This design comes from an exercise in tuning for small area, a short achievable clock period and few clock cycles per item on the open sky130 flow, not from production work.
Only simulation tests tie the RTL to the original design; equivalence was not proved.
Power and IR drop assume default switching activity.

## flow/design.v (module list and top-level ports; edited modules follow where they fit)
// module alu_seq_core: 2984 lines
module alu_seq_core #(
  parameter int unsigned WIDTH    = 32,
  parameter int unsigned MULT_LAT = 3
) (
  input  logic                 clk,
  input  logic                 reset,
  input  logic                 start,
  input  logic [2:0]           op,
  input  logic [WIDTH-1:0]     A,
  input  logic [WIDTH-1:0]     B,
  output logic                 busy,
  output logic                 done,
  output logic [2*WIDTH-1:0]   result,
  output logic                 err
);
  // ...
==> flow/flow/run.sh <==
#!/bin/bash
# The standard layout (standard.sh) with these layout choices changed:
#  - after the standard synthesis, flow/polarity.py removes inverters around
#    full-adder cells (a full adder with all inputs and outputs complemented is
#    the same function) and swaps xor2/xnor2 where that saves an inverter;
#    registers are not touched
#  - the timing repair aims at the slack margin in flow/margin.txt
#  - ports are buffered with buf_1 cells
#  - clock tree synthesis inserts no dummy loads
# The SDC, clock period and all constraints are unchanged.
set -o pipefail
R=$PWD/orfs/results/sky130hd/alu_seq_core/base
ARGS=(SETUP_SLACK_MARGIN=$(cat flow/margin.txt) "BUFFER_PORTS_ARGS=-buffer_cell sky130_fd_sc_hd__buf_1"
      "CTS_ARGS=-sink_clustering_enable -repair_clock_nets -dont_use_dummy_load")
bash standard.sh "${ARGS[@]}" $R/1_2_yosys.v > make_synth.log 2>&1 || exit 1
cp $R/1_2_yosys.v yosys_standard.v
python3 flow/polarity.py yosys_standard.v $R/1_2_yosys.v > polarity.log 2>&1 || exit 1
bash standard.sh "${ARGS[@]}" finish > make.log 2>&1
==> flow/flow/margin.txt <==
5.0
==> flow/flow/polarity.py <==
#!/usr/bin/env python3
"""Remove inverters around full-adder cells in a Yosys-written sky130 netlist.

A full adder is self-dual: FA(~a,~b,~c) = ~FA(a,b,c) for both outputs. So a
fa cell can be 'flipped' (every input complemented, both outputs read as
complemented) without changing the logic. This picks flips greedily to
minimise the number of inv_1 cells needed, then rewrites the netlist with one
inverter per signal that is still needed in complemented form.

usage: polarity.py IN.v OUT.v
"""
import re, sys, collections

src = open(sys.argv[1]).read()
OUTPINS = {"X", "Y", "Q", "Q_N", "SUM", "COUT", "HI", "LO"}
INV = "sky130_fd_sc_hd__inv_1"
FA = re.compile(r"sky130_fd_sc_hd__fa_\d+$")

m = re.search(r"^module\s+(\S+)\s*\((.*?)\);(.*?)^endmodule", src, re.S | re.M)
body = m.group(3)
cell_re = re.compile(r"^\s*(sky130_fd_sc_hd__\w+)\s+(\S+)\s*\((.*?)\);\s*$", re.S | re.M)
pin_re = re.compile(r"\.(\w+)\(\s*(.*?)\s*\)(?=\s*[,)]|\s*$)", re.S)

def norm(n):
    n = n.strip()
    return n

cells = []
spans = []
for cm in cell_re.finditer(body):
    typ, name, pbody = cm.group(1), cm.group(2), cm.group(3)
    pins = {}
    for pm in re.finditer(r"\.(\w+)\(([^()]*)\)", pbody):
        pins[pm.group(1)] = norm(pm.group(2))
    cells.append([typ, name, pins])
    spans.append((cm.start(), cm.end()))

ports = set()
for pm in re.finditer(r"^\s*(output|input)\s+(?:\[[^\]]*\]\s*)?(\S+?)\s*;", body, re.M):
    ports.add(pm.group(2))
assign_nets = set()
for am in re.finditer(r"^\s*assign\s+(.*?)\s*=\s*(.*?)\s*;", body, re.M):
    for side in (am.group(1), am.group(2)):
        for tok in re.findall(r"\\\S+|[A-Za-z_][\w$]*(?:\[\d+\])?", side):
            assign_nets.add(tok)

def esc(n):
    return n + " " if n.startswith("\\") else n

def port_base(n):
    return re.sub(r"\[\d+\]$", "", n.lstrip("\\"))

def is_fixed_net(n):
    return n in assign_nets or port_base(n) in ports or n.lstrip("\\") in ports

driver = {}
for i, (typ, name, pins) in enumerate(cells):
    for p, n in pins.items():
        if p in OUTPINS:
            driver[n] = (i, p)

# removable inverters: inv_1 whose output is an ordinary internal net
removable = set()
for i, (typ, name, pins) in enumerate(cells):
    if typ == INV and not is_fixed_net(pins["Y"]) and not is_fixed_net(pins["A"]):
        removable.add(i)

def lit(n, depth=0):
    d = driver.get(n)
    if d is not None and d[0] in removable and depth < 50:
        r, q = lit(cells[d[0]][2]["A"], depth + 1)
        return r, q ^ 1
    return n, 0

fas = [i for i, c in enumerate(cells) if FA.match(c[0])]
XSWAP = {"sky130_fd_sc_hd__xor2_1": "sky130_fd_sc_hd__xnor2_1",
         "sky130_fd_sc_hd__xnor2_1": "sky130_fd_sc_hd__xor2_1"}
xs = [i for i, c in enumerate(cells) if c[0] in XSWAP and not is_fixed_net(c[2].get("X", c[2].get("Y", "")))]
fa_out = {}   # root net -> flippable cell index (fa or xor2/xnor2)
for i in fas:
    for p in ("SUM", "COUT"):
        fa_out[cells[i][2][p]] = i
for i in xs:
    p = "X" if "X" in cells[i][2] else "Y"
    fa_out[cells[i][2][p]] = i

# consumers: (cell index, pin) for every input pin of a kept cell
consumers = []   # (ci, pin, root, q)
for i, (typ, name, pins) in enumerate(cells):
    if i in removable:
        continue
    for p, n in pins.items():
        if p in OUTPINS:
            continue
        r, q = lit(n)
        consumers.append((i, p, r, q))
# nets read by assigns / ports through removable inverters stay as they are
flip = collections.defaultdict(int)
by_root = collections.defaultdict(list)
by_cell = collections.defaultdict(list)
for k, (ci, p, r, q) in enumerate(consumers):
    by_root[r].append(k)
    by_cell[ci].append(k)

def demand(k):
    ci, p, r, q = consumers[k]
    if ci in fa_set and flip[ci]:
        q ^= 1
    f = fa_out.get(r)
    if f is not None and flip[f]:
        q ^= 1
    return q

fa_set = set(fas)
def root_cost(r):
    return 1 if any(demand(k) for k in by_root[r]) else 0

def cost_roots(i):
    c = cells[i][2]
    if i in fa_set:
        roots = set(consumers[k][2] for k in by_cell[i])
        roots.add(c["SUM"]); roots.add(c["COUT"])
    else:
        roots = {c["X"] if "X" in c else c["Y"]}
    return roots

total0 = sum(root_cost(r) for r in by_root)
changed = True
it = 0
while changed and it < 50:
    changed = False
    it += 1
    for i in fas + xs:
        rs = cost_roots(i)
        before = sum(root_cost(r) for r in rs)
        flip[i] ^= 1
        after = sum(root_cost(r) for r in rs)
        if after < before:
            changed = True
        else:
            flip[i] ^= 1
total1 = sum(root_cost(r) for r in by_root)
sys.stderr.write("xor/xnor swapped %d of %d\n" % (sum(flip[i] for i in xs), len(xs)))
sys.stderr.write("inverters needed: %d -> %d (removable inverters were %d), flipped %d of %d fa\n"
                 % (total0, total1, len(removable), sum(flip[i] for i in fas), len(fas)))

# rewrite
invnet = {}
newcells = []
for r in by_root:
    if any(demand(k) for k in by_root[r]):
        nm = "polinv_%d" % len(invnet)
        invnet[r] = nm + "_y"
        newcells.append("  %s %s (\n    .A(%s),\n    .Y(%s)\n  );\n" % (INV, nm, esc(r), invnet[r]))
for k, (ci, p, r, q) in enumerate(consumers):
    cells[ci][2][p] = invnet[r] if demand(k) else r

out = []
pos = 0
for i, (s, e) in enumerate(spans):
    out.append(body[pos:s])
    if i not in removable:
        typ, name, pins = cells[i]
        if flip[i] and typ in XSWAP:
            typ = XSWAP[typ]
            pins = {("Y" if p == "X" else "X" if p == "Y" else p): n for p, n in pins.items()}
        conn = ",\n".join("    .%s(%s)" % (p, esc(n)) for p, n in pins.items())
        out.append("\n  %s %s (\n%s\n  );" % (typ, name, conn))
    pos = e
out.append(body[pos:])
newbody = "".join(out)
decl = "".join("  wire %s;\n" % n for n in invnet.values())
res = src[:m.start(3)] + "\n" + decl + newbody + "".join(newcells) + src[m.end(3):]
open(sys.argv[2], "w").write(res)
==> flow/standard.sh <==
#!/bin/bash
# synth_recipe.tcl (not shown) runs the flow's synth.tcl, then flattens the netlist and writes it again
# the make line also repeats each setting of config.mk as NAME=value (left out here)
make -C /OpenROAD-flow-scripts/flow DESIGN_CONFIG=/design/flow/config.mk WORK_HOME=/design/flow/orfs CLKGATE_MAP_FILE= SYNTH_SCRIPT=/design/flow/synth_recipe.tcl "${@:-finish}"
==> flow/config.mk <==
export PLATFORM = sky130hd
export DESIGN_NAME = alu_seq_core
export DESIGN_NICKNAME = alu_seq_core
export VERILOG_FILES = /design/flow/design.v
export SDC_FILE = /design/flow/constraint.sdc
export NUM_CORES = 4
export LEC_CHECK = 0
export CAP_MARGIN = 20
export CORE_MARGIN = 2
export CORE_UTILIZATION = 40
export SLEW_MARGIN = 20
==> flow/constraint.sdc <==
create_clock -name core_clock -period 9.0 [get_ports {clk}]
set_input_delay 1.8000 -clock core_clock [delete_from_list [all_inputs] [get_ports {clk}]]
set_output_delay 1.8000 -clock core_clock [all_outputs]
set_load 0.01 [all_outputs]
==> reports/metrics.csv, run 1 <==
metric,value,unit
synthesis.yosys.warnings,1,
nonClkBufAreaFrac,0.0338,
worst-path-max-fanout,33,
route.met2.wl,50.6,mm
antennaDiodeCount,2,
globalRoute.totalOverflow,0,
worst_setup_path_start_kind,flop,
grt_pass1_wl,173,mm
rr_startpoint,ax1[18],
dpl.cell_count,4438,
finalSetupTns,0,ns
cp_slowest_stage_delay,0.69,ns
largest_class,multi-input combinational cells,
maxCapViolCount,0,
cts_tree,done,
groute.layer.met1.usage,0.329,
dp_slack,4.75,ns
drc,0,
tap_cells,1155,
hold-path-endpoint,nop2,
syn_area_per_cell,10.3,um2
cell_internal_pwr,4.72,mW
clkLatencyLatePin,0.61,ns
hpwl,74.3,mm
floorplan.initialDensity,0.404,
post_route_cells_drive_above_1_share,0.0640,
power.ir.vdd_worst,0.000176,V
run_status,finished clean,
leading_cell_type_in_the_layout_fill_and_taps_excluded,a22oi_1,
num-nets-final,4052,
Testbench counts, summed over its fixed seeds: cycles 24,024, items 24,000.
==> inputs of run 2 (changes only) <==
--- a/flow/design.v
+++ b/flow/design.v
@@ -69,27 +69,29 @@
     x1_1 <= x1_d;
     x2_1 <= x2_d;
     neg1 <= neg_d;
   end
   logic        v2, nop2, ill2;
   logic [63:0] cs0_d, cs0_q;
   logic [63:0] cs1_d, cs1_q;
   logic [63:0] cs2_d, cs2_q;
+  logic [63:0] cs3_d, cs3_q;
   logic [63:0] fin_s, fin_c;
   always_ff @(posedge clk or posedge reset) begin
     if (reset) v2 <= 1'b0;
     else       v2 <= v1;
   end
   always_ff @(posedge clk) begin
     nop2 <= nop1;
     ill2 <= ill1;
     cs0_q <= cs0_d;
     cs1_q <= cs1_d;
     cs2_q <= cs2_d;
+    cs3_q <= cs3_d;
   end
   logic hp, ld;
   assign ld = v2 & (~nop2 | ~hp);
   always_ff @(posedge clk or posedge reset) begin
     if (reset) begin
       done <= 1'b0;
       hp   <= 1'b0;
     end else begin
@@ -1662,20 +1664,20 @@
   logic fs1559;
   logic fc1560;
   logic fs1561;
   logic fc1562;
   logic fs1563;
   logic fc1564;
   logic hs1565;
   logic hc1566;
-  logic fs1567;
-  logic fc1568;
-  logic fs1569;
-  logic fc1570;
+  logic hs1567;
+  logic hc1568;
+  logic hs1569;
+  logic hc1570;
   logic fs1571;
   logic fc1572;
   logic fs1573;
   logic fc1574;
   logic fs1575;
   logic fc1576;
   logic fs1577;
   logic fc1578;
@@ -1696,18 +1698,18 @@
   logic fs1593;
   logic fc1594;
   logic fs1595;
   logic fc1596;
   logic fs1597;
   logic fc1598;
   logic fs1599;
   logic fc1600;
-  logic hs1601;
-  logic hc1602;
+  logic fs1601;
+  logic fc1602;
   logic fs1603;
   logic fc1604;
   logic fs1605;
   logic fc1606;
   logic fs1607;
   logic fc1608;
   logic fs1609;
   logic fc1610;
@@ -2843,142 +2845,140 @@
   assign {fc1434, fs1433} = 2'b0 + hc1224 + nn442 + pp474;
   assign {fc1436, fs1435} = 2'b0 + pp506 + pp538 + pp570;
   assign {fc1438, fs1437} = 2'b0 + pp475 + pp507 + pp539;
   assign hs1439 = pp571 ^ 1'b1;
   assign hc1440 = pp571 & 1'b1;
   assign {fc1442, fs1441} = 2'b0 + nn476 + pp508 + pp540;
   assign hs1443 = pp509 ^ pp541;
   assign hc1444 = pp509 & pp541;
-  assign hs1445 = pp3 ^ pp35;
-  assign hc1446 = pp3 & pp35;
-  assign hs1447 = pp4 ^ pp36;
-  assign hc1448 = pp4 & pp36;
-  assign {fc1450, fs1449} = 2'b0 + hs1225 + pp69 + neg1[2];
-  assign {fc1452, fs1451} = 2'b0 + hc1226 + hs1227 + pp70;
-  assign {fc1454, fs1453} = 2'b0 + hc1228 + fs1229 + hs1231;
-  assign {fc1456, fs1455} = 2'b0 + fc1230 + hc1232 + fs1233;
-  assign {fc1458, fs1457} = 2'b0 + fc1234 + hc1236 + fs1237;
-  assign {fc1460, fs1459} = 2'b0 + fc1238 + fc1240 + fs1241;
-  assign {fc1462, fs1461} = 2'b0 + fc1242 + fc1244 + fs1245;
-  assign {fc1464, fs1463} = 2'b0 + fc1246 + fc1248 + fs1249;
-  assign {fc1466, fs1465} = 2'b0 + fc1250 + fc1252 + fs1253;
-  assign {fc1468, fs1467} = 2'b0 + fc1254 + fc1256 + fs1257;
-  assign {fc1470, fs1469} = 2'b0 + fc1258 + fc1260 + fs1261;
-  assign {fc1472, fs1471} = 2'b0 + fc1262 + fc1264 + fs1265;
-  assign {fc1474, fs1473} = 2'b0 + fc1266 + fc1268 + fs1269;
-  assign {fc1476, fs1475} = 2'b0 + fc1270 + fc1272 + fs1273;
-  assign {fc1478, fs1477} = 2'b0 + fc1274 + fc1276 + fs1277;
-  assign {fc1480, fs1479} = 2'b0 + fc1278 + fc1280 + fs1281;
-  assign {fc1482, fs1481} = 2'b0 + fc1282 + fc1284 + fs1285;
-  assign {fc1484, fs1483} = 2'b0 + fc1286 + fc1288 + fs1289;
-  assign {fc1486, fs1485} = 2'b0 + fc1290 + fc1292 + fs1293;
-  assign {fc1488, fs1487} = 2'b0 + fc1294 + fc1296 + fs1297;
-  assign {fc1490, fs1489} = 2'b0 + fc1298 + fc1300 + fs1301;
-  assign {fc1492, fs1491} = 2'b0 + fc1302 + fc1304 + fs1305;
-  assign {fc1494, fs1493} = 2'b0 + fc1306 + fc1308 + fs1309;
-  assign {fc1496, fs1495} = 2'b0 + fc1310 + fc1312 + fs1313;
-  assign {fc1498, fs1497} = 2'b0 + fc1314 + fc1316 + fs1317;
-  assign {fc1500, fs1499} = 2'b0 + fc1318 + fc1320 + fs1321;
-  assign {fc1502, fs1501} = 2'b0 + fc1322 + fc1324 + fs1325;
-  assign {fc1504, fs1503} = 2'b0 + fc1326 + fc1328 + fs1329;
-  assign {fc1506, fs1505} = 2'b0 + fc1330 + fc1332 + fs1333;
-  assign {fc1508, fs1507} = 2'b0 + fc1334 + fc1336 + fs1337;
-  assign {fc1510, fs1509} = 2'b0 + fc1338 + fc1340 + fs1341;
-  assign {fc1512, fs1511} = 2'b0 + fc1342 + fc1344 + fs1345;
-  assign {fc1514, fs1513} = 2'b0 + fc1346 + fc1348 + fs1349;
-  assign {fc1516, fs1515} = 2'b0 + fc1350 + fc1352 + fs1353;
-  assign {fc1518, fs1517} = 2'b0 + fc1354 + fc1356 + fs1357;
-  assign {fc1520, fs1519} = 2'b0 + fc1358 + fc1360 + fs1361;
-  assign {fc1522, fs1521} = 2'b0 + fc1362 + fc1364 + fs1365;
-  assign {fc1524, fs1523} = 2'b0 + fc1366 + fc1368 + fs1369;
-  assign {fc1526, fs1525} = 2'b0 + fc1370 + fc1372 + fs1373;
-  assign {fc1528, fs1527} = 2'b0 + fc1374 + fc1376 + fs1377;
-  assign {fc1530, fs1529} = 2'b0 + fc1378 + fc1380 + fs1381;
-  assign {fc1532, fs1531} = 2'b0 + fc1382 + fc1384 + fs1385;
-  assign {fc1534, fs1533} = 2'b0 + fc1386 + fc1388 + fs1389;
-  assign {fc1536, fs1535} = 2'b0 + fc1390 + fc1392 + fs1393;
-  assign {fc1538, fs1537} = 2'b0 + fc1394 + fc1396 + fs1397;
-  assign {fc1540, fs1539} = 2'b0 + fc1398 + fc1400 + fs1401;
-  assign {fc1542, fs1541} = 2'b0 + fc1402 + fc1404 + fs1405;
-  assign {fc1544, fs1543} = 2'b0 + fc1406 + fc1408 + fs1409;
-  assign {fc1546, fs1545} = 2'b0 + fc1410 + fc1412 + fs1413;
-  assign {fc1548, fs1547} = 2'b0 + fc1414 + fc1416 + fs1417;
-  assign {fc1550, fs1549} = 2'b0 + fc1418 + fc1420 + fs1421;
-  assign {fc1552, fs1551} = 2'b0 + fc1422 + fc1424 + fs1425;
-  assign {fc1554, fs1553} = 2'b0 + fc1426 + fc1428 + fs1429;
-  assign {fc1556, fs1555} = 2'b0 + fc1430 + fc1432 + fs1433;
-  assign {fc1558, fs1557} = 2'b0 + fc1434 + fc1436 + fs1437;
-  assign {fc1560, fs1559} = 2'b0 + fc1438 + hc1440 + fs1441;
-  assign {fc1562, fs1561} = 2'b0 + fc1442 + hs1443 + pp573;
-  assign {fc1564, fs1563} = 2'b0 + hc1444 + nn510 + pp542;
-  assign hs1565 = pp543 ^ pp575;
-  assign hc1566 = pp543 & pp575;
-  assign {fc1568, fs1567} = 2'b0 + pp1 + neg1[0] + y1[0];
-  assign {fc1570, fs1569} = 2'b0 + fs1399 + fc1536 + fs1537;
-  assign {fc1572, fs1571} = 2'b0 + fs1403 + fc1538 + fs1539;
-  assign {fc1574, fs1573} = 2'b0 + fs1407 + fc1540 + fs1541;
-  assign {fc1576, fs1575} = 2'b0 + fs1411 + fc1542 + fs1543;
-  assign {fc1578, fs1577} = 2'b0 + fs1415 + fc1544 + fs1545;
-  assign {fc1580, fs1579} = 2'b0 + fs1419 + fc1546 + fs1547;
-  assign {fc1582, fs1581} = 2'b0 + fs1423 + fs1549 + fc1548;
-  assign {fc1584, fs1583} = 2'b0 + fs1427 + fc1550 + fs1551;
-  assign {fc1586, fs1585} = 2'b0 + fs1431 + fc1552 + fs1553;
-  assign {fc1588, fs1587} = 2'b0 + fs1435 + fc1554 + fs1555;
-  assign {fc1590, fs1589} = 2'b0 + hs1439 + fc1556 + fs1557;
-  assign {fc1592, fs1591} = 2'b0 + pp572 + fs1559 + fc1558;
-  assign {fc1594, fs1593} = 2'b0 + 1'b1 + fc1560 + fs1561;
-  assign {fc1596, fs1595} = 2'b0 + pp574 + fc1562 + fs1563;
-  assign {fc1598, fs1597} = 2'b0 + 1'b1 + hs1565 + fc1564;
-  assign {fc1600, fs1599} = 2'b0 + nn544 + pp576 + hc1566;
-  assign cs0_d = {fc1598, fc1596, fc1594, fc1592, fc1590, fc1588, fc1586, fc1584, fc1582, fc1580, fc1578, fc1576, fc1574, fc1572, fc1570, fs1569, fs1395, fs1391, fs1387, fs1383, fs1379, fs1375, fs1371, fs1367, fs1363, fs1359, fs1355, fs1351, fs1347, fs1343, fs1339, fs1335, fs1331, fs1327, fs1323, fs1319, fs1315, fs1311, fs1307, fs1303, fc1486, fc1484, fs1291, fs1287, fs1283, fs1279, fs1275, fs1271, fc1470, fc1468, fs1259, fs1255, fs1251, fs1247, fs1243, fs1239, hs1235, y1[6], y1[5], y1[4], y1[3], neg1[1], pp2, fs1567};
-  assign cs1_d = {fs1599, fs1597, fs1595, fs1593, fs1591, fs1589, fs1587, fs1585, fs1583, fs1581, fs1579, fs1577, fs1575, fs1573, fs1571, 1'b0, fs1535, fc1532, fc1530, fc1528, fc1526, fc1524, fc1522, fc1520, fc1518, fc1516, fc1514, fc1512, fc1510, fc1508, fc1506, fc1504, fc1502, fc1500, fc1498, fc1496, fc1494, fc1492, fc1490, fc1488, fs1299, fs1485, fc1482, fc1480, fc1478, fc1476, fc1474, fc1472, fs1267, fs1469, fc1466, fc1464, fc1462, fc1460, fc1458, fc1456, fc1454, fc1452, fc1450, hc1448, hc1446, y1[2], y1[1], 1'b0};
-  assign cs2_d = {1'b0, 1'b0, 1'b0, 1'b0, 1'b0, 1'b0, 1'b0, 1'b0, 1'b0, 1'b0, 1'b0, 1'b0, 1'b0, 1'b0, 1'b0, 1'b0, fc1534, fs1533, fs1531, fs1529, fs1527, fs1525, fs1523, fs1521, fs1519, fs1517, fs1515, fs1513, fs1511, fs1509, fs1507, fs1505, fs1503, fs1501, fs1499, fs1497, fs1495, fs1493, fs1491, fs1489, fs1487, fs1295, fs1483, fs1481, fs1479, fs1477, fs1475, fs1473, fs1471, fs1263, fs1467, fs1465, fs1463, fs1461, fs1459, fs1457, fs1455, fs1453, fs1451, fs1449, hs1447, hs1445, fc1568, 1'b0};
-  assign {hc1602, hs1601} = 2'b0 + cs0_q[1] + cs1_q[1];
-  assign {fc1604, fs1603} = 2'b0 + cs0_q[2] + cs1_q[2] + cs2_q[2];
-  assign {fc1606, fs1605} = 2'b0 + cs0_q[3] + cs1_q[3] + cs2_q[3];
-  assign {fc1608, fs1607} = 2'b0 + cs0_q[4] + cs1_q[4] + cs2_q[4];
-  assign {fc1610, fs1609} = 2'b0 + cs0_q[5] + cs1_q[5] + cs2_q[5];
-  assign {fc1612, fs1611} = 2'b0 + cs0_q[6] + cs1_q[6] + cs2_q[6];
-  assign {fc1614, fs1613} = 2'b0 + cs0_q[7] + cs1_q[7] + cs2_q[7];
-  assign {fc1616, fs1615} = 2'b0 + cs0_q[8] + cs1_q[8] + cs2_q[8];
-  assign {fc1618, fs1617} = 2'b0 + cs0_q[9] + cs1_q[9] + cs2_q[9];
-  assign {fc1620, fs1619} = 2'b0 + cs0_q[10] + cs1_q[10] + cs2_q[10];
-  assign {fc1622, fs1621} = 2'b0 + cs0_q[11] + cs1_q[11] + cs2_q[11];
-  assign {fc1624, fs1623} = 2'b0 + cs0_q[12] + cs1_q[12] + cs2_q[12];
-  assign {fc1626, fs1625} = 2'b0 + cs0_q[13] + cs1_q[13] + cs2_q[13];
-  assign {fc1628, fs1627} = 2'b0 + cs0_q[14] + cs1_q[14] + cs2_q[14];
-  assign {fc1630, fs1629} = 2'b0 + cs0_q[15] + cs1_q[15] + cs2_q[15];
-  assign {fc1632, fs1631} = 2'b0 + cs0_q[16] + cs1_q[16] + cs2_q[16];
-  assign {fc1634, fs1633} = 2'b0 + cs0_q[17] + cs1_q[17] + cs2_q[17];
-  assign {fc1636, fs1635} = 2'b0 + cs0_q[18] + cs1_q[18] + cs2_q[18];
-  assign {fc1638, fs1637} = 2'b0 + cs0_q[19] + cs1_q[19] + cs2_q[19];
-  assign {fc1640, fs1639} = 2'b0 + cs0_q[20] + cs1_q[20] + cs2_q[20];
-  assign {fc1642, fs1641} = 2'b0 + cs0_q[21] + cs1_q[21] + cs2_q[21];
-  assign {fc1644, fs1643} = 2'b0 + cs0_q[22] + cs1_q[22] + cs2_q[22];
-  assign {fc1646, fs1645} = 2'b0 + cs0_q[23] + cs1_q[23] + cs2_q[23];
-  assign {fc1648, fs1647} = 2'b0 + cs0_q[24] + cs1_q[24] + cs2_q[24];
-  assign {fc1650, fs1649} = 2'b0 + cs0_q[25] + cs1_q[25] + cs2_q[25];
-  assign {fc1652, fs1651} = 2'b0 + cs0_q[26] + cs1_q[26] + cs2_q[26];
-  assign {fc1654, fs1653} = 2'b0 + cs0_q[27] + cs1_q[27] + cs2_q[27];
-  assign {fc1656, fs1655} = 2'b0 + cs0_q[28] + cs1_q[28] + cs2_q[28];
-  assign {fc1658, fs1657} = 2'b0 + cs0_q[29] + cs1_q[29] + cs2_q[29];
-  assign {fc1660, fs1659} = 2'b0 + cs0_q[30] + cs1_q[30] + cs2_q[30];
-  assign {fc1662, fs1661} = 2'b0 + cs0_q[31] + cs1_q[31] + cs2_q[31];
-  assign {fc1664, fs1663} = 2'b0 + cs0_q[32] + cs1_q[32] + cs2_q[32];
-  assign {fc1666, fs1665} = 2'b0 + cs0_q[33] + cs1_q[33] + cs2_q[33];
-  assign {fc1668, fs1667} = 2'b0 + cs0_q[34] + cs1_q[34] + cs2_q[34];
-  assign {fc1670, fs1669} = 2'b0 + cs0_q[35] + cs1_q[35] + cs2_q[35];
-  assign {fc1672, fs1671} = 2'b0 + cs0_q[36] + cs1_q[36] + cs2_q[36];
-  assign {fc1674, fs1673} = 2'b0 + cs0_q[37] + cs1_q[37] + cs2_q[37];
-  assign {fc1676, fs1675} = 2'b0 + cs0_q[38] + cs1_q[38] + cs2_q[38];
-  assign {fc1678, fs1677} = 2'b0 + cs0_q[39] + cs1_q[39] + cs2_q[39];
-  assign {fc1680, fs1679} = 2'b0 + cs0_q[40] + cs1_q[40] + cs2_q[40];
-  assign {fc1682, fs1681} = 2'b0 + cs0_q[41] + cs1_q[41] + cs2_q[41];
-  assign {fc1684, fs1683} = 2'b0 + cs0_q[42] + cs1_q[42] + cs2_q[42];
-  assign {fc1686, fs1685} = 2'b0 + cs0_q[43] + cs1_q[43] + cs2_q[43];
-  assign {fc1688, fs1687} = 2'b0 + cs0_q[44] + cs1_q[44] + cs2_q[44];
-  assign {fc1690, fs1689} = 2'b0 + cs0_q[45] + cs1_q[45] + cs2_q[45];
-  assign {fc1692, fs1691} = 2'b0 + cs0_q[46] + cs1_q[46] + cs2_q[46];
-  assign {fc1694, fs1693} = 2'b0 + cs0_q[47] + cs1_q[47] + cs2_q[47];
-  assign fin_s = {cs0_q[63], cs0_q[62], cs0_q[61], cs0_q[60], cs0_q[59], cs0_q[58], cs0_q[57], cs0_q[56], cs0_q[55], cs0_q[54], cs0_q[53], cs0_q[52], cs0_q[51], cs0_q[50], cs0_q[49], fc1694, fc1692, fc1690, fc1688, fc1686, fc1684, fc1682, fc1680, fc1678, fc1676, fc1674, fc1672, fc1670, fc1668, fc1666, fc1664, fc1662, fc1660, fc1658, fc1656, fc1654, fc1652, fc1650, fc1648, fc1646, fc1644, fc1642, fc1640, fc1638, fc1636, fc1634, fc1632, fc1630, fc1628, fc1626, fc1624, fc1622, fc1620, fc1618, fc1616, fc1614, fc1612, fc1610, fc1608, fc1606, fc1604, hc1602, hs1601, cs0_q[0]};
-  assign fin_c = {cs1_q[63], cs1_q[62], cs1_q[61], cs1_q[60], cs1_q[59], cs1_q[58], cs1_q[57], cs1_q[56], cs1_q[55], cs1_q[54], cs1_q[53], cs1_q[52], cs1_q[51], cs1_q[50], cs1_q[49], cs0_q[48], fs1693, fs1691, fs1689, fs1687, fs1685, fs1683, fs1681, fs1679, fs1677, fs1675, fs1673, fs1671, fs1669, fs1667, fs1665, fs1663, fs1661, fs1659, fs1657, fs1655, fs1653, fs1651, fs1649, fs1647, fs1645, fs1643, fs1641, fs1639, fs1637, fs1635, fs1633, fs1631, fs1629, fs1627, fs1625, fs1623, fs1621, fs1619, fs1617, fs1615, fs1613, fs1611, fs1609, fs1607, fs1605, fs1603, cs2_q[1], 1'b0};
+  assign cs0_d = {nn544, pp543, hc1444, fc1442, fc1438, fc1434, fc1430, fc1426, fc1422, fc1418, fc1414, fc1410, fc1406, fc1402, fc1398, fc1394, fc1390, fc1386, fc1382, fc1378, fc1374, fc1370, fc1366, fc1362, fc1358, fc1354, fc1350, fc1346, fc1342, fc1338, fc1334, fc1330, fc1326, fc1322, fc1318, fc1314, fc1310, fc1306, fc1302, fc1298, fc1294, fc1290, fc1286, fc1282, fc1278, fc1274, fc1270, fc1266, fc1262, fc1258, fc1254, fc1250, fc1246, fc1242, fc1238, fc1234, fc1230, hc1228, hc1226, hs1225, pp4, pp3, pp2, pp1};
+  assign cs1_d = {pp576, pp575, nn510, hs1443, hc1440, fc1436, fc1432, fc1428, fc1424, fc1420, fc1416, fc1412, fc1408, fc1404, fc1400, fc1396, fc1392, fc1388, fc1384, fc1380, fc1376, fc1372, fc1368, fc1364, fc1360, fc1356, fc1352, fc1348, fc1344, fc1340, fc1336, fc1332, fc1328, fc1324, fc1320, fc1316, fc1312, fc1308, fc1304, fc1300, fc1296, fc1292, fc1288, fc1284, fc1280, fc1276, fc1272, fc1268, fc1264, fc1260, fc1256, fc1252, fc1248, fc1244, fc1240, hc1236, hc1232, fs1229, hs1227, pp69, pp36, pp35, y1[1], neg1[0]};
+  assign cs2_d = {1'b0, 1'b1, pp542, pp573, fs1441, fs1437, fs1433, fs1429, fs1425, fs1421, fs1417, fs1413, fs1409, fs1405, fs1401, fs1397, fs1393, fs1389, fs1385, fs1381, fs1377, fs1373, fs1369, fs1365, fs1361, fs1357, fs1353, fs1349, fs1345, fs1341, fs1337, fs1333, fs1329, fs1325, fs1321, fs1317, fs1313, fs1309, fs1305, fs1301, fs1297, fs1293, fs1289, fs1285, fs1281, fs1277, fs1273, fs1269, fs1265, fs1261, fs1257, fs1253, fs1249, fs1245, fs1241, fs1237, fs1233, hs1231, pp70, neg1[2], y1[3], neg1[1], 1'b0, y1[0]};
+  assign cs3_d = {1'b0, 1'b0, pp574, 1'b1, pp572, hs1439, fs1435, fs1431, fs1427, fs1423, fs1419, fs1415, fs1411, fs1407, fs1403, fs1399, fs1395, fs1391, fs1387, fs1383, fs1379, fs1375, fs1371, fs1367, fs1363, fs1359, fs1355, fs1351, fs1347, fs1343, fs1339, fs1335, fs1331, fs1327, fs1323, fs1319, fs1315, fs1311, fs1307, fs1303, fs1299, fs1295, fs1291, fs1287, fs1283, fs1279, fs1275, fs1271, fs1267, fs1263, fs1259, fs1255, fs1251, fs1247, fs1243, fs1239, hs1235, y1[6], y1[5], y1[4], 1'b0, y1[2], 1'b0, 1'b0};
+  assign {hc1446, hs1445} = 2'b0 + cs0_q[2] + cs1_q[2];
+  assign {hc1448, hs1447} = 2'b0 + cs0_q[3] + cs1_q[3];
+  assign {fc1450, fs1449} = 2'b0 + cs0_q[4] + cs1_q[4] + cs2_q[4];
+  assign {fc1452, fs1451} = 2'b0 + cs0_q[5] + cs1_q[5] + cs2_q[5];
+  assign {fc1454, fs1453} = 2'b0 + cs0_q[6] + cs1_q[6] + cs2_q[6];
+  assign {fc1456, fs1455} = 2'b0 + cs0_q[7] + cs1_q[7] + cs2_q[7];
+  assign {fc1458, fs1457} = 2'b0 + cs0_q[8] + cs1_q[8] + cs2_q[8];
+  assign {fc1460, fs1459} = 2'b0 + cs0_q[9] + cs1_q[9] + cs2_q[9];
+  assign {fc1462, fs1461} = 2'b0 + cs0_q[10] + cs1_q[10] + cs2_q[10];
+  assign {fc1464, fs1463} = 2'b0 + cs0_q[11] + cs1_q[11] + cs2_q[11];
+  assign {fc1466, fs1465} = 2'b0 + cs0_q[12] + cs1_q[12] + cs2_q[12];
+  assign {fc1468, fs1467} = 2'b0 + cs0_q[13] + cs1_q[13] + cs2_q[13];
+  assign {fc1470, fs1469} = 2'b0 + cs0_q[14] + cs1_q[14] + cs2_q[14];
+  assign {fc1472, fs1471} = 2'b0 + cs0_q[15] + cs1_q[15] + cs2_q[15];
+  assign {fc1474, fs1473} = 2'b0 + cs0_q[16] + cs1_q[16] + cs2_q[16];
+  assign {fc1476, fs1475} = 2'b0 + cs0_q[17] + cs1_q[17] + cs2_q[17];
+  assign {fc1478, fs1477} = 2'b0 + cs0_q[18] + cs1_q[18] + cs2_q[18];
+  assign {fc1480, fs1479} = 2'b0 + cs0_q[19] + cs1_q[19] + cs2_q[19];
+  assign {fc1482, fs1481} = 2'b0 + cs0_q[20] + cs1_q[20] + cs2_q[20];
+  assign {fc1484, fs1483} = 2'b0 + cs0_q[21] + cs1_q[21] + cs2_q[21];
+  assign {fc1486, fs1485} = 2'b0 + cs0_q[22] + cs1_q[22] + cs2_q[22];
+  assign {fc1488, fs1487} = 2'b0 + cs0_q[23] + cs1_q[23] + cs2_q[23];
+  assign {fc1490, fs1489} = 2'b0 + cs0_q[24] + cs1_q[24] + cs2_q[24];
+  assign {fc1492, fs1491} = 2'b0 + cs0_q[25] + cs1_q[25] + cs2_q[25];
+  assign {fc1494, fs1493} = 2'b0 + cs0_q[26] + cs1_q[26] + cs2_q[26];
+  assign {fc1496, fs1495} = 2'b0 + cs0_q[27] + cs1_q[27] + cs2_q[27];
+  assign {fc1498, fs1497} = 2'b0 + cs0_q[28] + cs1_q[28] + cs2_q[28];
+  assign {fc1500, fs1499} = 2'b0 + cs0_q[29] + cs1_q[29] + cs2_q[29];
+  assign {fc1502, fs1501} = 2'b0 + cs0_q[30] + cs1_q[30] + cs2_q[30];
+  assign {fc1504, fs1503} = 2'b0 + cs0_q[31] + cs1_q[31] + cs2_q[31];
+  assign {fc1506, fs1505} = 2'b0 + cs0_q[32] + cs1_q[32] + cs2_q[32];
+  assign {fc1508, fs1507} = 2'b0 + cs0_q[33] + cs1_q[33] + cs2_q[33];
+  assign {fc1510, fs1509} = 2'b0 + cs0_q[34] + cs1_q[34] + cs2_q[34];
+  assign {fc1512, fs1511} = 2'b0 + cs0_q[35] + cs1_q[35] + cs2_q[35];
+  assign {fc1514, fs1513} = 2'b0 + cs0_q[36] + cs1_q[36] + cs2_q[36];
+  assign {fc1516, fs1515} = 2'b0 + cs0_q[37] + cs1_q[37] + cs2_q[37];
+  assign {fc1518, fs1517} = 2'b0 + cs0_q[38] + cs1_q[38] + cs2_q[38];
+  assign {fc1520, fs1519} = 2'b0 + cs0_q[39] + cs1_q[39] + cs2_q[39];
+  assign {fc1522, fs1521} = 2'b0 + cs0_q[40] + cs1_q[40] + cs2_q[40];
+  assign {fc1524, fs1523} = 2'b0 + cs0_q[41] + cs1_q[41] + cs2_q[41];
+  assign {fc1526, fs1525} = 2'b0 + cs0_q[42] + cs1_q[42] + cs2_q[42];
+  assign {fc1528, fs1527} = 2'b0 + cs0_q[43] + cs1_q[43] + cs2_q[43];
+  assign {fc1530, fs1529} = 2'b0 + cs0_q[44] + cs1_q[44] + cs2_q[44];
+  assign {fc1532, fs1531} = 2'b0 + cs0_q[45] + cs1_q[45] + cs2_q[45];
+  assign {fc1534, fs1533} = 2'b0 + cs0_q[46] + cs1_q[46] + cs2_q[46];
+  assign {fc1536, fs1535} = 2'b0 + cs0_q[47] + cs1_q[47] + cs2_q[47];
+  assign {fc1538, fs1537} = 2'b0 + cs0_q[48] + cs1_q[48] + cs2_q[48];
+  assign {fc1540, fs1539} = 2'b0 + cs0_q[49] + cs1_q[49] + cs2_q[49];
+  assign {fc1542, fs1541} = 2'b0 + cs0_q[50] + cs1_q[50] + cs2_q[50];
+  assign {fc1544, fs1543} = 2'b0 + cs0_q[51] + cs1_q[51] + cs2_q[51];
+  assign {fc1546, fs1545} = 2'b0 + cs0_q[52] + cs1_q[52] + cs2_q[52];
+  assign {fc1548, fs1547} = 2'b0 + cs0_q[53] + cs1_q[53] + cs2_q[53];
+  assign {fc1550, fs1549} = 2'b0 + cs0_q[54] + cs1_q[54] + cs2_q[54];
+  assign {fc1552, fs1551} = 2'b0 + cs0_q[55] + cs1_q[55] + cs2_q[55];
+  assign {fc1554, fs1553} = 2'b0 + cs0_q[56] + cs1_q[56] + cs2_q[56];
+  assign {fc1556, fs1555} = 2'b0 + cs0_q[57] + cs1_q[57] + cs2_q[57];
+  assign {fc1558, fs1557} = 2'b0 + cs0_q[58] + cs1_q[58] + cs2_q[58];
+  assign {fc1560, fs1559} = 2'b0 + cs0_q[59] + cs1_q[59] + cs2_q[59];
+  assign {fc1562, fs1561} = 2'b0 + cs0_q[60] + cs1_q[60] + cs2_q[60];
+  assign {fc1564, fs1563} = 2'b0 + cs0_q[61] + cs1_q[61] + cs2_q[61];
+  assign {hc1566, hs1565} = 2'b0 + cs0_q[62] + cs1_q[62];
+  assign {hc1568, hs1567} = 2'b0 + cs0_q[0] + cs1_q[0];
+  assign {hc1570, hs1569} = 2'b0 + cs0_q[1] + cs1_q[1];
+  assign {fc1572, fs1571} = 2'b0 + hs1445 + cs2_q[2] + cs3_q[2];
+  assign {fc1574, fs1573} = 2'b0 + hc1446 + hs1447 + cs2_q[3];
+  assign {fc1576, fs1575} = 2'b0 + hc1448 + fs1449 + cs3_q[4];
+  assign {fc1578, fs1577} = 2'b0 + fc1450 + fs1451 + cs3_q[5];
+  assign {fc1580, fs1579} = 2'b0 + fc1452 + fs1453 + cs3_q[6];
+  assign {fc1582, fs1581} = 2'b0 + fc1454 + fs1455 + cs3_q[7];
+  assign {fc1584, fs1583} = 2'b0 + fc1456 + fs1457 + cs3_q[8];
+  assign {fc1586, fs1585} = 2'b0 + fc1458 + fs1459 + cs3_q[9];
+  assign {fc1588, fs1587} = 2'b0 + fc1460 + fs1461 + cs3_q[10];
+  assign {fc1590, fs1589} = 2'b0 + fc1462 + fs1463 + cs3_q[11];
+  assign {fc1592, fs1591} = 2'b0 + fc1464 + fs1465 + cs3_q[12];
+  assign {fc1594, fs1593} = 2'b0 + fc1466 + fs1467 + cs3_q[13];
+  assign {fc1596, fs1595} = 2'b0 + fc1468 + fs1469 + cs3_q[14];
+  assign {fc1598, fs1597} = 2'b0 + fc1470 + fs1471 + cs3_q[15];
+  assign {fc1600, fs1599} = 2'b0 + fc1472 + fs1473 + cs3_q[16];
+  assign {fc1602, fs1601} = 2'b0 + fc1474 + fs1475 + cs3_q[17];
+  assign {fc1604, fs1603} = 2'b0 + fc1476 + fs1477 + cs3_q[18];
+  assign {fc1606, fs1605} = 2'b0 + fc1478 + fs1479 + cs3_q[19];
+  assign {fc1608, fs1607} = 2'b0 + fc1480 + fs1481 + cs3_q[20];
+  assign {fc1610, fs1609} = 2'b0 + fc1482 + fs1483 + cs3_q[21];
+  assign {fc1612, fs1611} = 2'b0 + fc1484 + fs1485 + cs3_q[22];
+  assign {fc1614, fs1613} = 2'b0 + fc1486 + fs1487 + cs3_q[23];
+  assign {fc1616, fs1615} = 2'b0 + fc1488 + fs1489 + cs3_q[24];
+  assign {fc1618, fs1617} = 2'b0 + fc1490 + fs1491 + cs3_q[25];
+  assign {fc1620, fs1619} = 2'b0 + fc1492 + fs1493 + cs3_q[26];
+  assign {fc1622, fs1621} = 2'b0 + fc1494 + fs1495 + cs3_q[27];
+  assign {fc1624, fs1623} = 2'b0 + fc1496 + fs1497 + cs3_q[28];
+  assign {fc1626, fs1625} = 2'b0 + fc1498 + fs1499 + cs3_q[29];
+  assign {fc1628, fs1627} = 2'b0 + fc1500 + fs1501 + cs3_q[30];
+  assign {fc1630, fs1629} = 2'b0 + fc1502 + fs1503 + cs3_q[31];
+  assign {fc1632, fs1631} = 2'b0 + fc1504 + fs1505 + cs3_q[32];
+  assign {fc1634, fs1633} = 2'b0 + fc1506 + fs1507 + cs3_q[33];
+  assign {fc1636, fs1635} = 2'b0 + fc1508 + fs1509 + cs3_q[34];
+  assign {fc1638, fs1637} = 2'b0 + fc1510 + fs1511 + cs3_q[35];
+  assign {fc1640, fs1639} = 2'b0 + fc1512 + fs1513 + cs3_q[36];
+  assign {fc1642, fs1641} = 2'b0 + fc1514 + fs1515 + cs3_q[37];
+  assign {fc1644, fs1643} = 2'b0 + fc1516 + fs1517 + cs3_q[38];
+  assign {fc1646, fs1645} = 2'b0 + fc1518 + fs1519 + cs3_q[39];
+  assign {fc1648, fs1647} = 2'b0 + fc1520 + fs1521 + cs3_q[40];
+  assign {fc1650, fs1649} = 2'b0 + fc1522 + fs1523 + cs3_q[41];
+  assign {fc1652, fs1651} = 2'b0 + fc1524 + fs1525 + cs3_q[42];
+  assign {fc1654, fs1653} = 2'b0 + fc1526 + fs1527 + cs3_q[43];
+  assign {fc1656, fs1655} = 2'b0 + fc1528 + fs1529 + cs3_q[44];
+  assign {fc1658, fs1657} = 2'b0 + fc1530 + fs1531 + cs3_q[45];
+  assign {fc1660, fs1659} = 2'b0 + fc1532 + fs1533 + cs3_q[46];
+  assign {fc1662, fs1661} = 2'b0 + fc1534 + fs1535 + cs3_q[47];
+  assign {fc1664, fs1663} = 2'b0 + fc1536 + fs1537 + cs3_q[48];
+  assign {fc1666, fs1665} = 2'b0 + fc1538 + fs1539 + cs3_q[49];
+  assign {fc1668, fs1667} = 2'b0 + fc1540 + fs1541 + cs3_q[50];
+  assign {fc1670, fs1669} = 2'b0 + fc1542 + fs1543 + cs3_q[51];
+  assign {fc1672, fs1671} = 2'b0 + fc1544 + fs1545 + cs3_q[52];
+  assign {fc1674, fs1673} = 2'b0 + fc1546 + fs1547 + cs3_q[53];
+  assign {fc1676, fs1675} = 2'b0 + fc1548 + fs1549 + cs3_q[54];
+  assign {fc1678, fs1677} = 2'b0 + fc1550 + fs1551 + cs3_q[55];
+  assign {fc1680, fs1679} = 2'b0 + fc1552 + fs1553 + cs3_q[56];
+  assign {fc1682, fs1681} = 2'b0 + fc1554 + fs1555 + cs3_q[57];
+  assign {fc1684, fs1683} = 2'b0 + fc1556 + fs1557 + cs3_q[58];
+  assign {fc1686, fs1685} = 2'b0 + fc1558 + fs1559 + cs3_q[59];
+  assign {fc1688, fs1687} = 2'b0 + fc1560 + fs1561 + cs3_q[60];
+  assign {fc1690, fs1689} = 2'b0 + fc1562 + fs1563 + cs3_q[61];
+  assign {fc1692, fs1691} = 2'b0 + fc1564 + hs1565 + cs2_q[62];
+  assign {fc1694, fs1693} = 2'b0 + hc1566 + cs0_q[63] + cs1_q[63];
+  assign fin_s = {fc1692, fc1690, fc1688, fc1686, fc1684, fc1682, fc1680, fc1678, fc1676, fc1674, fc1672, fc1670, fc1668, fc1666, fc1664, fc1662, fc1660, fc1658, fc1656, fc1654, fc1652, fc1650, fc1648, fc1646, fc1644, fc1642, fc1640, fc1638, fc1636, fc1634, fc1632, fc1630, fc1628, fc1626, fc1624, fc1622, fc1620, fc1618, fc1616, fc1614, fc1612, fc1610, fc1608, fc1606, fc1604, fc1602, fc1600, fc1598, fc1596, fc1594, fc1592, fc1590, fc1588, fc1586, fc1584, fc1582, fc1580, fc1578, fc1576, fc1574, fc1572, hc1570, hc1568, hs1567};
+  assign fin_c = {fs1693, fs1691, fs1689, fs1687, fs1685, fs1683, fs1681, fs1679, fs1677, fs1675, fs1673, fs1671, fs1669, fs1667, fs1665, fs1663, fs1661, fs1659, fs1657, fs1655, fs1653, fs1651, fs1649, fs1647, fs1645, fs1643, fs1641, fs1639, fs1637, fs1635, fs1633, fs1631, fs1629, fs1627, fs1625, fs1623, fs1621, fs1619, fs1617, fs1615, fs1613, fs1611, fs1609, fs1607, fs1605, fs1603, fs1601, fs1599, fs1597, fs1595, fs1593, fs1591, fs1589, fs1587, fs1585, fs1583, fs1581, fs1579, fs1577, fs1575, fs1573, fs1571, hs1569, cs2_q[0]};
 endmodule
==> flow/flow/run.sh (replaced) <==
#!/bin/bash
# The standard layout, with the timing repair aiming below the clock
# period (the SDC, clock period and all constraints are unchanged).
set -o pipefail
bash standard.sh SETUP_SLACK_MARGIN=$(cat flow/margin.txt) finish > make.log 2>&1
==> flow/flow/margin.txt (replaced) <==
5.7
removed: flow/flow/polarity.py
==> run 2 against run 1 <==
Total power increased by 33%. Die area increased by 6.1%. Critical path type unchanged. Synthesized cell count rose by 8.1%. Clock power rose by 45%. Non-clock buffer count increased by 189. Maximum frequency is 5.8% lower. Global-route usage grew 3.1 points. Cell area increased by 22%. Critical endpoint is now result[55]. First-iteration DRC count is 31% higher. Clock skew is 0.0097 ns lower.
==> reports/metrics.csv, run 2 <==
metric,value,unit,change
setup.worst_path.class,reg2reg,,unchanged
clkLatencyLatePin,0.64,ns,was 0.61 ns
cell_internal_pwr,6.43,mW,was 4.72 mW
holdPathStages,0,,unchanged
synthesis.yosys.warnings,1,,unchanged
comb_power_share,0.566,,was 0.539
timing_worst_slew_pin_value,0.834,ns,was 1.02 ns
timing_hold_violations_final,0,,unchanged
first_global_vias,30700,,was 27600
synthMostInstantiatedCell,a22oi_1,,
hold-path-endpoint,nop2,,unchanged
setup_crit_end_kind,flop,,unchanged
synth_nets,4412,,was 4131
floorplan.io_pins,137,,unchanged
rsz_0062_raised_after_global_routing,true,,was false
layout.cells.non_filler,5094,,was 4486
library_cell_contributing_the_largest_single_delay_on_the_critical_path,fa_1,,unchanged
clock-root-buffer,clkbuf_16,,unchanged
min_period_over_period,0.470,,was 0.443
worst_clock_skew,0.0472,ns,was 0.0569 ns
finalWorstPathRequiredPeriod,4.23,ns,was 3.99 ns
number_of_enable_flip_flop_cells_after_synthesis,64,,
hpwl,78.3,mm,was 74.3 mm
gp_congestion,0.896,,was 0.894
cts_tree,done,,unchanged
syn2layout_area_growth,23.3,%,was 7.52%
report.final.slew_viol_count,0,,unchanged
globalRoute.totalOverflow,0,,unchanged
drt-vias-per-instance,5.84,,was 5.94
share_of_total_power_in_sequential_cells,0.245,,was 0.287
total_power_per_unit_cell_area,244,nW/um2,was 224 nW/um2
totalPowerFinal,11.2,mW,was 8.44 mW
power_leakage,18.9,nW,was 13.9 nW
ys_top_cells_by_count,"528 x a22oi_1, 487 x fa_1, 477 x inv_1",,
grt_use_total,0.284,,was 0.253
slew_headroom,0.442,,was 0.322
ff2ff_setup_slack,4.77,ns,was 5.01 ns
dpl.cell_count,4815,,was 4438
aggregate_routed_wire_length,140,mm,was 115 mm
chipWidth,309,um,was 300 um
total_switching_power,4.76,mW,was 3.73 mW
rr_startpoint,cs0_q[4],,was ax1[18]
placementRows,111,,was 108
holdCritPathClass,reg2reg,,unchanged
timing.critical_path.required,9.37,ns,was 9.46 ns
antennaDiodeCount,0,,was 2
route.detailed.wl_per_inst,27.5,um,was 25.6 um
grt_pass1_wl,200,mm,was 173 mm
clock_tree.buffer_depth,3,,unchanged
arrival,4.60,ns,was 4.45 ns
syn_area_per_cell,10.1,um2,was 10.3 um2
commonest_register_cell_after_synthesis,dfxtp_1,,
post_route_cells_drive_above_1_share,0.168,,was 0.0640
dieArea,95500,um2,was 90000 um2
ant_nets,0,,unchanged
timing.fmax,236,MHz,was 251 MHz
post_synthesis_sequential_area_ratio,0.251,,
number_of_cells_produced_by_synthesis,3687,,was 3410
clock_tree.htree_level_count,2,,unchanged
cp_slowest_stage_delay,0.54,ns,was 0.69 ns
routed-via-count,29800,,was 26600
detailedRoute.firstIterationViolations,3793,,was 2900
worstPathBufferInverterCount,6,,was 2
share_clk_of_total_power,0.188,,was 0.173
clkTransAtPathRegs,0.06,ns,was 0.05 ns
biggest_registers_after_layout,"cs0_q: 64 flops, cs1_q: 64 flops, result: 64 flops",,"was cs0_q: 64 flops, result: 64 flops, cs1_q: 62 flops"
cts_sinks,433,,was 359
sw_frac_of_total,0.425,,was 0.441
core,91900,um2,was 86800 um2
grt_antenna_before_repair,2,,was 4
timing.rr.end,result[55],,was cs2_q[29]
setup_viol,0,,unchanged
fp.dieH,309,um,was 300 um
synth.cell_area,37200,um2,was 35100 um2
leading_cell_type_in_the_layout_fill_and_taps_excluded,fa_1,,was a22oi_1
share_of_the_synthesized_area_in_the_top_cell_type,0.262,,
synth.largest_area_cell,fa_1,,
synth.area.top_cells,"fa_1 26%, dfxtp_1 20%, a22oi_1 11%, xor2_1 7.5%, xnor2_1 6.4%",,
numPortBuffers,135,,unchanged
drc,0,,unchanged
floorplan.initialDensity,0.405,,was 0.404
num-nets-final,4540,,was 4052
postSynthRegisterBits,433,,
cts_buffers,48,,was 43
power.ir.vdd_worst,0.000177,V,was 0.000176 V
maxCapViolCount,0,,unchanged
critical_path.cell_chain,fa_1 -> inv_1 -> fa_1 -> inv_2 -> ha_4 -> o211ai_1 -> o21a_1 -> a221o_1 -> buf_4 -> buf_6 -> a21bo_4 -> o31ai_4 -> buf_12 -> a21oi_4 -> o21ai_4 -> buf_4 -> a21oi_2 -> xnor2_1,,was buf_4 -> a22oi_1 -> xnor2_1 -> fa_1 -> fa_1 -> fa_1 -> inv_1 -> fa_1 -> fa_1
netlist-cell-type-count,66,,
grt_start_max_net_pins,70,,was 68
worst_setup_path_start_kind,flop,,unchanged
detailedRoute.firstPassIterationCount,8,,was 6
run_status,finished clean,,unchanged
most-common-layout-cells,"471 x fa_1, 467 x a22oi_1, 463 x inv_1",,"was 528 x a22oi_1, 485 x fa_1, 325 x xor2_1"
timing.hold.worst.start,nop1,,unchanged
finalSetupTns,0,ns,unchanged
worst_r2r_path_depth,18,,was 9
worst-path-max-fanout,4,,was 33
path_delay_family,compound AO/OA/AOI/OAI gates,,was adder cells
async_sr_flop_fraction,0.00924,,
==> run 2: changes by cell type in the layout (fill, tap and decap cells not counted), sizes merged, moves of 17 or more <==
cell / before / now
inv: 246 / 485
dfxtp: 291 / 365
clkdlybuf4s50: 0 / 71
dlygate4sd2: 0 / 56
clkbuf: 44 / 82
and2: 44 / 72
bufbuf: 0 / 23
buf: 217 / 234
nand2: 133 / 116
==> run 2: logic make-up (layout without fill, tap and decap cells) <==
group	count (synthesis)	in the layout	share of synthesized area
buffers and inverters	810	974	0.0818
AOI/OAI and AO/OA	798	798	0.152
adders and majority gates	655	655	0.318
xor gates and xnor gates	590	590	0.139
DFF	433	433	0.251
and+or+nand+nor	358	358	0.0467
muxes	42	42	0.0115
other	1	1	0.000101
==> run 2: worst max path at each step <==
stage | startpoint | endpoint | slack [ns] | depth (start not counted)
after floorplan | cs0_q[4] | result[47] | 5.20 | 14
final | cs0_q[4] | result[55] | 4.77 | 18
after detailed placement | cs0_q[15] | result[56] | 4.23 | 12
after CTS | cs0_q[4] | result[47] | 4.79 | 15
after global placement | cs0_q[15] | result[56] | 4.30 | 12
after global routing | cs0_q[4] | result[57] | 4.68 | 17
==> run 2: power groups by stage <==
stage / registers, mW / logic [mW] / clock network, mW
final: 2.75 / 6.34 / 2.11
after global routing: 2.79 / 6.85 / 2.22
after CTS: 2.76 / 5.64 / 2.15
after detailed placement: 2.82 / 5.08 / 0
after global placement: 2.81 / 5.04 / 0
after floorplan: 2.79 / 3.34 / 0
==> run 2: layout make-up <==
cell class              count  area [um2]
clock buffers              66        1410
clock inverters            20         277
fillers                  8313       46000
inverters                 481        1810
multi-input cells        2444       26100
flip-flops and latches    433        9530
well taps                1243        1560
repair buffers            407        5280
==> run 2: worst reg2reg max path, stage by stage (launching register included) <==
cell and delay [ns]:
dfxtp_2 0.32, fa_1 0.54, inv_1 0.05, fa_1 0.48
inv_2 0.04, ha_4 0.27, o211ai_1 0.08, o21a_1 0.22
a221o_1 0.39, buf_4 0.17, buf_6 0.11, a21bo_4 0.22
o31ai_4 0.21, buf_12 0.17, a21oi_4 0.13, o21ai_4 0.23
buf_4 0.15, a21oi_2 0.05, xnor2_1 0.12
==> run 2: stage by stage <==
| stage | hold WS [ns] | utilization | instance area, um2 | worst slack [ns] |
|---|---|---|---|---|
| 2_1_floorplan | 0.310 | - | 37400 | 5.20 |
| 3_3_place_gp | 0.311 | 0.431 | 39600 | 4.30 |
| 3_5_place_dp | 0.312 | 0.431 | 39600 | 4.23 |
| 4_1_cts | 0.326 | 0.481 | 44300 | 4.79 |
| 5_1_grt | 0.331 | 0.499 | 45900 | 4.68 |
| 6_report | 0.325 | 0.499 | 45900 | 4.77 |
==> run 2: timing repair <==
| item | CTS | global route |
|---|---|---|
| pin swaps | 51 | 145 |
| hold buffers | 0 | 0 |
| buffers inserted | 105 | 50 |
| cloned | 23 | 15 |
| endpoints found under the setup margin | 184 | 87 |
| gates resized for setup | 364 | 213 |
==> run 2: metal layers <==
metal	global-route usage	part of all wire	vias up
li1	-	-	12400
met5	0.00910	0.0023	-
met4	0.140	0.070	10
met2	0.434	0.42	2142
met3	0.101	0.13	620
met1	0.356	0.37	14600
Testbench counts of run 2, summed over its fixed seeds: cycles 24,024, items 24,000.

==> static timing again, ports no longer ideal <==
In the flow no input, the clock included, has a driving cell. The finished layouts below were timed again as built, in two steps.
Step 1 (the two cells are an assumption about what drives the block):
set clk [get_ports {clk}]
set_driving_cell -lib_cell sky130_fd_sc_hd__clkbuf_16 $clk
set_driving_cell -lib_cell sky130_fd_sc_hd__buf_2 [delete_from_list [all_inputs] $clk]
Step 2 also shifts input and output timing later by t, the mid clock arrival at the registers, as if the neighbouring blocks saw the same clock.
Three values: ideal ports, drivers, drivers and shift; two values: the first two.
run | shift t [ns] | setup WS [ns] | hold slack, ns | worst setup path after step 2 | worst data-port slew with drivers (ns)
run 1 | 0.641 | 5.014 / 5.014 / 5.014 | 0.322 / 0.322 / 0.322 | register to register | 0.08
run 2 | 0.691 | 4.771 / 4.771 / 4.771 | 0.325 / 0.325 / 0.325 | register to register | 0.08
After both steps setup and hold are still met in every run listed.
